What follows belongs to an exercise in optimizing a design on an open flow for small area and a short achievable clock period; a production flow would make more cautious choices. At most, simulation tests tie the RTL to the original design; equivalence was not proved. No activity file was given, so power comes from the tool's default toggle rates.

== run A ==
// tx_frame_scheduler
module tx_frame_scheduler #(
    parameter int ADDR_W = 9
) (
    input  logic        i_clk,
    input  logic        i_rst,
    input  logic [7:0]  i_wr_data,
    input  logic        i_wr_en,
    input  logic        i_wr_abort,
    input  logic        i_clear_status,
    output logic        o_wr_ready,
    output logic [7:0]  o_tx_data,
    output logic        o_tx_valid,
    output logic        o_tx_last,
    input  logic        i_tx_ready,
    output logic [15:0] o_data_size,
    output logic [7:0]  o_frames_count,
    output logic [15:0] o_status
);
For scale: ~8,900 cells after synthesis, ~4,400 flip-flops, about 65 I/O pins.
export LEC_CHECK = 0
export ABC_CLOCK_PERIOD_IN_PS = 3000
export CAP_MARGIN = 20
export CORE_MARGIN = 2
export CORE_UTILIZATION = 40
export CTS_CLUSTER_DIAMETER = 120
export CTS_CLUSTER_SIZE = 25
export SETUP_SLACK_MARGIN = 4.6
export SLEW_MARGIN = 20
create_clock -name core_clock -period 7.0 [get_ports {i_clk}]
run.sh (not shown) runs the stock make flow with config.mk's settings and CLKGATE_MAP_FILE= SYNTH_SCRIPT=/design/flow/synth_recipe.tcl, a recipe that flattens the netlist after the stock synthesis.
For run B, these inputs were changed with respect to run A:
--- a/flow/design.v
+++ b/flow/design.v
@@ -148,12 +148,29 @@
     assign f_inc     = commit & ~last_xfer;
     assign f_dec     = last_xfer & ~commit;
     assign f_hold    = ~f_inc & ~f_dec;
     assign frames_p1 = r_frames + 8'd1;
     assign frames_m1 = r_frames - 8'd1;
     assign n_frames  = ({8{f_inc}} & frames_p1) | ({8{f_dec}} & frames_m1) | ({8{f_hold}} & r_frames);
+    logic [7:0]    r_frames_o;
+    logic [PW-1:0] r_size_o;
+    logic          r_empty_o, r_full_o, r_valid_o, r_last_o;
+    logic [7:0]    n_frames_o;
+    logic [PW-1:0] n_size_o, size_o_m1;
+    logic          n_full_o, n_empty_o;
+    assign n_frames_o = ({8{f_inc}} & (r_frames_o + 8'd1)) | ({8{f_dec}} & (r_frames_o - 8'd1)) |
+                        ({8{f_hold}} & r_frames_o);
+    assign size_o_m1  = r_size_o - PW'(1);
+    assign n_size_o   = ({PW{ commit &  rd_inc}} & r_used)    | ({PW{ commit & ~rd_inc}} & used_p1) |
+                        ({PW{~commit &  rd_inc}} & size_o_m1) | ({PW{~commit & ~rd_inc}} & r_size_o);
+    assign n_full_o   = (rw & ~rd_inc & (r_size == PW'(DEPTH))) |
+                        (st &  rd_inc & r_full_o) | (st & ~rd_inc & (r_used == PW'(DEPTH - 1))) |
+                        (hd & ~rd_inc & r_full_o);
+    assign n_empty_o  = (rw &  rd_inc & (r_size == PW'(1))) | (rw & ~rd_inc & (r_size == PW'(0))) |
+                        (st &  rd_inc & r_empty_o) |
+                        (hd &  rd_inc & (r_used == PW'(1))) | (hd & ~rd_inc & r_empty_o);
     logic [7:0] drops_sat, n_drops;
     assign drops_sat = (r_drops == 8'hFF) ? 8'hFF : r_drops + 8'd1;
     assign n_drops = ({8{ i_clear_status & drop}} & 8'd1) |
                      ({8{~i_clear_status & drop}} & drops_sat) |
                      ({8{~i_clear_status & ~drop}} & r_drops);
     always_ff @(posedge i_clk or posedge i_rst) begin
@@ -184,12 +201,18 @@
             r_remain     <= 16'd0;
             r_rem1       <= 1'b0;
             r_count      <= 16'd0;
             r_last       <= 1'b0;
             r_dout       <= 8'd0;
             r_frames     <= 8'd0;
+            r_frames_o   <= 8'd0;
+            r_size_o     <= '0;
+            r_empty_o    <= 1'b1;
+            r_full_o     <= 1'b0;
+            r_valid_o    <= 1'b0;
+            r_last_o     <= 1'b0;
             r_frames_nz  <= 1'b0;
             r_drops      <= 8'd0;
             r_sticky     <= 4'b0000;
         end else begin
             s_len0  <= n_len0;
             s_len1  <= n_len1;
@@ -225,12 +248,20 @@
             else             r_last <= 1'b0;
             if (r_hdr1)      r_dout <= w_rdata;
             else if (r_data) r_dout <= i_tx_ready ? dout_adv : r_dout;
             else             r_dout <= 8'd0;
             r_frames    <= n_frames;
             r_frames_nz <= f_inc | (f_dec & (r_frames != 8'd1)) | (f_hold & r_frames_nz);
+            r_frames_o <= n_frames_o;
+            r_size_o   <= n_size_o;
+            r_full_o   <= n_full_o;
+            r_empty_o  <= n_empty_o;
+            r_valid_o  <= r_hdr1 | (r_valid_o & ~(i_tx_ready & r_last));
+            if (r_hdr1)         r_last_o <= cnt_is1;
+            else if (r_valid_o) r_last_o <= i_tx_ready ? (~r_last_o & cnt_is2) : r_last_o;
+            else                r_last_o <= 1'b0;
             r_used  <= n_used;
             r_size  <= n_size;
             r_full  <= n_full;
             r_ready <= ~n_full;
             r_empty <= n_empty;
             r_sticky <= (i_clear_status ? 4'b0000 : r_sticky) |
@@ -251,13 +282,13 @@
             for (int i = 0; i < QTR; i++)
                 if (!(r_wa_n[j][i[2:0]] | r_wb_n[i[5:3]])) r_mem[(j*QTR+i)*8 +: 8] <= r_wq_data;
             r_bdat[j] <= r_mem[(j*QTR + int'(r_bidx[j]))*8 +: 8];
         end
     end
     assign o_wr_ready     = r_ready;
-    assign o_tx_valid     = r_data;
-    assign o_tx_last      = r_last;
+    assign o_tx_valid     = r_valid_o;
+    assign o_tx_last      = r_last_o;
     assign o_tx_data      = r_dout;
-    assign o_data_size    = 16'(r_size);
-    assign o_frames_count = r_frames;
-    assign o_status       = {r_drops, r_sticky, r_empty, r_full, r_rbusy, s_wbusy};
+    assign o_data_size    = 16'(r_size_o);
+    assign o_frames_count = r_frames_o;
+    assign o_status       = {r_drops, r_sticky, r_empty_o, r_full_o, r_rbusy, s_wbusy};
 endmodule
==> comparison <==
In run B, the number of unique standard cell types used by synthesis came out 17 above the value in run A. Length of routed wiring on met1 of run B is on par with run A. Run B against run A: total wirelength of the detailed-routed design went up, relative contribution of the clock network to total power picked up an extra 0.5 points, synthesized area picked up an extra 1400 µm², number of sinks handled by clock tree synthesis saw an increase. STATUS area of all placed cells without fillers: run B loses against run A. Run B has register-to-register slack above what run A had. Run B vs run A, post-placement cell area went up by about 0.53%. Run A vs run B, worst setup path startpoint: r_empty$_DFF_PP1_ vs s_wbusy$_DFF_PP0_.


Setup of alpha:
tx_frame_scheduler, a different RTL version from the one above (not shown whole).
For scale: roughly 8700 cells after synthesis, about 4400 flip-flops, roughly 65 I/O pins, ~170000 um2 of cells after synthesis.
clock: 7.0 ns
lec_check: 0
abc_clock_period_in_ps: 3000
cap_margin: 20
core_margin: 2
core_utilization: 40
cts_cluster_diameter: 120
cts_cluster_size: 25
setup_slack_margin: 3.7
slew_margin: 20
## Diff of input files: beta against alpha
diff --git a/flow/design.v b/flow/design.v
--- a/flow/design.v
+++ b/flow/design.v
@@ -27,30 +27,30 @@
     logic [7:0]    r_len_lo;
     logic          r_lenlo_z, r_lenlo_1, r_lenlo_ff;
     logic [15:0]   r_remain;
     logic          r_rem1;
     logic [15:0]   r_count;
     logic          r_last;
     logic [7:0]    r_dout;
     logic [7:0]    r_frames;
     logic          r_frames_nz;
     logic [7:0]    r_drops;
     logic [3:0]    r_sticky;
-    logic [15:0]   r_wa_n [4];
+    logic [7:0]    r_wa_n [8];
     logic [7:0]    r_wb_n;
     logic [7:0]    r_wq_data;
-    localparam int NB  = 4;
-    localparam int BW  = ADDR_W - 2;
+    localparam int NB  = 8;
+    localparam int BW  = ADDR_W - 3;
     localparam int QTR = DEPTH / NB;
     logic [7:0]    w_rdata;
-    logic [1:0]    r_ra_lo;
+    logic [2:0]    r_ra_lo;
     logic [BW-1:0] r_bidx [NB];
     logic [7:0]    r_bdat [NB];
     assign w_rdata = r_bdat[r_ra_lo];
     logic abort_act, en, skip_dec, full_hit, store, st_len1, st_data;
     logic len_z, len_big, zl, ov, ok_len, commit, rewind, drop;
     logic [15:0] w_len;
     assign w_len     = {i_wr_data, r_len_lo};
     assign abort_act = i_wr_abort & ~s_len0;
     assign en        = i_wr_en & ~abort_act;
     assign skip_dec  = en & s_skip;
     assign full_hit  = en & ~s_skip & r_full;
@@ -205,25 +205,25 @@
                 r_lenlo_ff <= (i_wr_data == 8'hFF);
             end
             if (rewind)     r_wr_ptr <= r_commit_ptr;
             else if (store) r_wr_ptr <= wr_inc;
             if (commit) r_commit_ptr <= wr_inc;
             r_idle  <= (r_idle & ~r_frames_nz) | last_xfer;
             r_hdr0  <= r_idle & r_frames_nz;
             r_hdr1  <= r_hdr0;
             r_data  <= r_hdr1 | (r_data & ~last_xfer);
             r_rbusy <= ~((r_idle & ~r_frames_nz) | last_xfer);
             if ((r_idle & r_frames_nz) | r_hdr0 | r_hdr1 | (xfer & ~r_last)) begin
-                r_ra_lo <= r_ra_lo + 2'd1;
+                r_ra_lo <= r_ra_lo + 3'd1;
                 for (int j = 0; j < NB; j++)
-                    if (r_ra_lo == 2'(j)) r_bidx[j] <= r_bidx[j] + 1'b1;
+                    if (r_ra_lo == 3'(j)) r_bidx[j] <= r_bidx[j] + 1'b1;
             end
             if (r_idle)      r_count[7:0]  <= w_rdata;
             else if (r_hdr0) r_count[15:8] <= w_rdata;
             else if (xfer)   r_count       <= cnt_dec;
             if (r_hdr1)      r_last <= cnt_is1;
             else if (r_data) r_last <= i_tx_ready ? (~r_last & cnt_is2) : r_last;
             else             r_last <= 1'b0;
             if (r_hdr1)      r_dout <= w_rdata;
             else if (r_data) r_dout <= i_tx_ready ? dout_adv : r_dout;
             else             r_dout <= 8'd0;
             r_frames    <= n_frames;
@@ -231,33 +231,33 @@
             r_used  <= n_used;
             r_size  <= n_size;
             r_full  <= n_full;
             r_ready <= ~n_full;
             r_empty <= n_empty;
             r_sticky <= (i_clear_status ? 4'b0000 : r_sticky) |
                         {abort_act, ov, zl, full_hit};
             r_drops  <= n_drops;
         end
     end
     always_ff @(posedge i_clk) begin
-        for (int j = 0; j < 4; j++)
-            for (int k = 0; k < 16; k++)
-                r_wa_n[j][k] <= ~(store && r_wr_ptr[1:0] == 2'(j) && r_wr_ptr[5:2] == 4'(k));
+        for (int j = 0; j < 8; j++)
+            for (int k = 0; k < 8; k++)
+                r_wa_n[j][k] <= ~(store && r_wr_ptr[2:0] == 3'(j) && r_wr_ptr[5:3] == 3'(k));
         for (int k = 0; k < 8; k++) r_wb_n[k] <= ~(r_wr_ptr[8:6] == 3'(k));
         r_wq_data <= i_wr_data;
     end
     logic [DEPTH*8-1:0] r_mem;
     always_ff @(posedge i_clk) begin
         for (int j = 0; j < NB; j++) begin
             for (int i = 0; i < QTR; i++)
-                if (!(r_wa_n[j][i[3:0]] | r_wb_n[i[6:4]])) r_mem[(j*QTR+i)*8 +: 8] <= r_wq_data;
+                if (!(r_wa_n[j][i[2:0]] | r_wb_n[i[5:3]])) r_mem[(j*QTR+i)*8 +: 8] <= r_wq_data;
             r_bdat[j] <= r_mem[(j*QTR + int'(r_bidx[j]))*8 +: 8];
         end
     end
     assign o_wr_ready     = r_ready;
     assign o_tx_valid     = r_data;
     assign o_tx_last      = r_last;
     assign o_tx_data      = r_dout;
     assign o_data_size    = 16'(r_size);
     assign o_frames_count = r_frames;
     assign o_status       = {r_drops, r_sticky, r_empty, r_full, r_rbusy, s_wbusy};
 endmodule
--- outcome ---
Multiplexer share of the synthesized area delta for beta relative to alpha: 0.65 points higher. Re largest net degree at the start of global routing: alpha was lower than beta. Via count delta (beta -> alpha): insignificant. alpha → beta: portion of the layout cell area used by clock cells about even, minimum clock period fell 74 ps. In the tables for beta and alpha, number of sequential cells in the layout reads lower with alpha. Any difference in sequential share of layout area between beta and alpha is small enough to ignore. Simple-gate area share of the yosys netlist in beta is 0.22 points higher than in alpha. Sort beta and alpha by part of the total power dissipated in the clock network, descending, and beta comes first.
The RTL of alpha was laid out without a check of its function.


Another version of the RTL of tx_frame_scheduler (not shown whole).
For scale: about 170000 um2 of cells after synthesis.
make LEC_CHECK=0 ABC_CLOCK_PERIOD_IN_PS=3000 CAP_MARGIN=20 CORE_MARGIN=2 CORE_UTILIZATION=40 CTS_CLUSTER_DIAMETER=120 CTS_CLUSTER_SIZE=25 SETUP_SLACK_MARGIN=4.3 SLEW_MARGIN=20 finish   # period 7.0 ns
Then changed:
--- a/flow/design.v
+++ b/flow/design.v
@@ -26,32 +26,32 @@
     logic          r_full, r_nready, r_empty;
     logic [7:0]    r_len_lo;
     logic          r_lenlo_z, r_lenlo_1, r_lenlo_ff;
     logic [15:0]   r_remain;
     logic          r_rem1;
     logic [ADDR_W-1:0] r_count;
     logic          r_last;
     logic [7:0]    r_dout;
     logic [7:0]    r_frames;
     logic          r_frames_nz;
     logic [7:0]    r_drops;
     logic [3:0]    r_sticky;
-    logic [7:0]    r_wa_n [8];
+    logic [15:0]   r_wa_n [4];
     logic [7:0]    r_wb_n;
     logic [7:0]    r_wq_data;
-    localparam int NB  = 8;
-    localparam int BW  = ADDR_W - 3;
+    localparam int NB  = 4;
+    localparam int BW  = ADDR_W - 2;
     localparam int QTR = DEPTH / NB;
     logic [7:0]    w_rdata;
-    logic [2:0]    r_ra_lo;
+    logic [1:0]    r_ra_lo;
     logic [BW-1:0] r_bidx [NB];
     logic [7:0]    r_bdat [NB];
     assign w_rdata = r_bdat[r_ra_lo];
     logic abort_act, en, skip_dec, full_hit, store, st_len1, st_data;
     logic len_z, len_big, zl, ov, ok_len, commit, rewind, drop;
     logic [15:0] w_len;
     assign w_len     = {i_wr_data, r_len_lo};
     assign abort_act = i_wr_abort & ~s_len0;
     assign en        = i_wr_en & ~abort_act;
     assign skip_dec  = en & s_skip;
     assign full_hit  = en & ~s_skip & r_full;
     assign store     = en & ~s_skip & ~r_full;
@@ -212,27 +212,27 @@
             s_data  <= n_data;
             s_skip  <= n_skip;
             s_wbusy <= ~n_len0;
             if (rewind)     r_wr_ptr <= r_commit_ptr;
             else if (store) r_wr_ptr <= wr_inc;
             if (commit) r_commit_ptr <= wr_inc;
             r_idle  <= (r_idle & ~r_frames_nz) | last_xfer;
             r_hdr0  <= r_idle & r_frames_nz;
             r_hdr1  <= r_hdr0;
             r_data  <= r_hdr1 | (r_data & ~last_xfer);
             r_rbusy <= ~((r_idle & ~r_frames_nz) | last_xfer);
             if ((r_idle & r_frames_nz) | r_hdr0 | r_hdr1 | (xfer & ~r_last)) begin
-                r_ra_lo <= r_ra_lo + 3'd1;
+                r_ra_lo <= r_ra_lo + 2'd1;
                 for (int j = 0; j < NB; j++)
-                    if (r_ra_lo == 3'(j)) r_bidx[j] <= r_bidx[j] + 1'b1;
+                    if (r_ra_lo == 2'(j)) r_bidx[j] <= r_bidx[j] + 1'b1;
             end
             if (r_hdr1)      r_last <= cnt_is1;
             else if (r_data) r_last <= i_tx_ready ? (~r_last & cnt_is2) : r_last;
             else             r_last <= 1'b0;
             if (r_hdr1)      r_dout <= w_rdata;
             else if (r_data) r_dout <= i_tx_ready ? dout_adv : r_dout;
             else             r_dout <= 8'd0;
             r_frames    <= n_frames;
             r_frames_nz <= f_inc | (f_dec & (r_frames != 8'd1)) | (f_hold & r_frames_nz);
             r_frames_o <= n_frames_o;
             r_size_o   <= n_size_o;
             r_full_o   <= n_full_o;
@@ -256,34 +256,34 @@
         r_rem1   <= n_rem1;
         if (store && s_len0) begin
             r_len_lo   <= i_wr_data;
             r_lenlo_z  <= (i_wr_data == 8'h00);
             r_lenlo_1  <= (i_wr_data == 8'h01);
             r_lenlo_ff <= (i_wr_data == 8'hFF);
         end
         if (r_idle)      r_count[7:0]        <= w_rdata;
         else if (r_hdr0) r_count[ADDR_W-1:8] <= w_rdata[ADDR_W-9:0];
         else if (xfer)   r_count             <= cnt_dec;
     end
     always_ff @(posedge i_clk) begin
-        for (int j = 0; j < 8; j++)
-            for (int k = 0; k < 8; k++)
-                r_wa_n[j][k] <= ~(store && r_wr_ptr[2:0] == 3'(j) && r_wr_ptr[5:3] == 3'(k));
+        for (int j = 0; j < 4; j++)
+            for (int k = 0; k < 16; k++)
+                r_wa_n[j][k] <= ~(store && r_wr_ptr[1:0] == 2'(j) && r_wr_ptr[5:2] == 4'(k));
         for (int k = 0; k < 8; k++) r_wb_n[k] <= ~(r_wr_ptr[8:6] == 3'(k));
         r_wq_data <= i_wr_data;
     end
     logic [DEPTH*8-1:0] r_mem;
     always_ff @(posedge i_clk) begin
         for (int j = 0; j < NB; j++) begin
             for (int i = 0; i < QTR; i++)
-                if (!(r_wa_n[j][i[2:0]] | r_wb_n[i[5:3]])) r_mem[(j*QTR+i)*8 +: 8] <= r_wq_data;
+                if (!(r_wa_n[j][i[3:0]] | r_wb_n[i[6:4]])) r_mem[(j*QTR+i)*8 +: 8] <= r_wq_data;
             r_bdat[j] <= r_mem[(j*QTR + int'(r_bidx[j]))*8 +: 8];
         end
     end
     assign o_wr_ready     = ~r_nready;
     assign o_tx_valid     = r_valid_o;
     assign o_tx_last      = r_last_o;
     assign o_tx_data      = r_dout;
     assign o_data_size    = 16'(r_size_o);
     assign o_frames_count = r_frames_o;
     assign o_status       = {r_drops, r_sticky, ~r_nempty_o, r_full_o, r_rbusy, s_wbusy};
 endmodule
Final cell count barely changes.
Worst hold slack loses 7.5 ps.
Area after synthesis fell slightly.
Setup slack is worse by 91 ps.
Non-clock buffer count increases by 54.
Maximum frequency came out lower by a few percent.
Power rises by a few percent.
Critical path depth came out lower by 1.
Clock power is about the same.
Via count is higher by a few percent.

==> port drivers added, routing unchanged <==
The flow's constraints put no driver on any port. The routed layouts listed below were extracted and timed again, unchanged, in two steps.
Step 1: set_driving_cell puts a clkbuf_16 on i_clk and a buf_2 on each other input, an assumption about the parent block.
Step 2 adds t to the input delays and takes it off the output delays; t is the mean of the earliest and latest rising clock arrival at the registers after step 1. Input paths then give back, and output paths get back, about the clock's delay inside the block.
Three values: no drivers, after step 1, after step 2; two values: the first two.
run	t (ns)	setup slack, ns	worst data-port slew with drivers (ns)
run A	1.050	3.904 / 3.794 / 3.318	0.14
run B	1.058	3.888 / 3.772 / 3.483	0.31
alpha	1.055	3.690 / 3.582 / 2.700	0.21
beta	1.050	3.764 / 3.662 / 2.831	0.17
the first run of note 3	1.067	3.994 / 3.873 / 3.410	0.10
the second run of note 3	1.044	3.903 / 3.801 / 3.347	0.06
After both steps setup and hold are still met in every run listed. The setup slack of alpha, which loses most, moves by -0.108 ns with the drivers and by -0.990 ns with both steps.
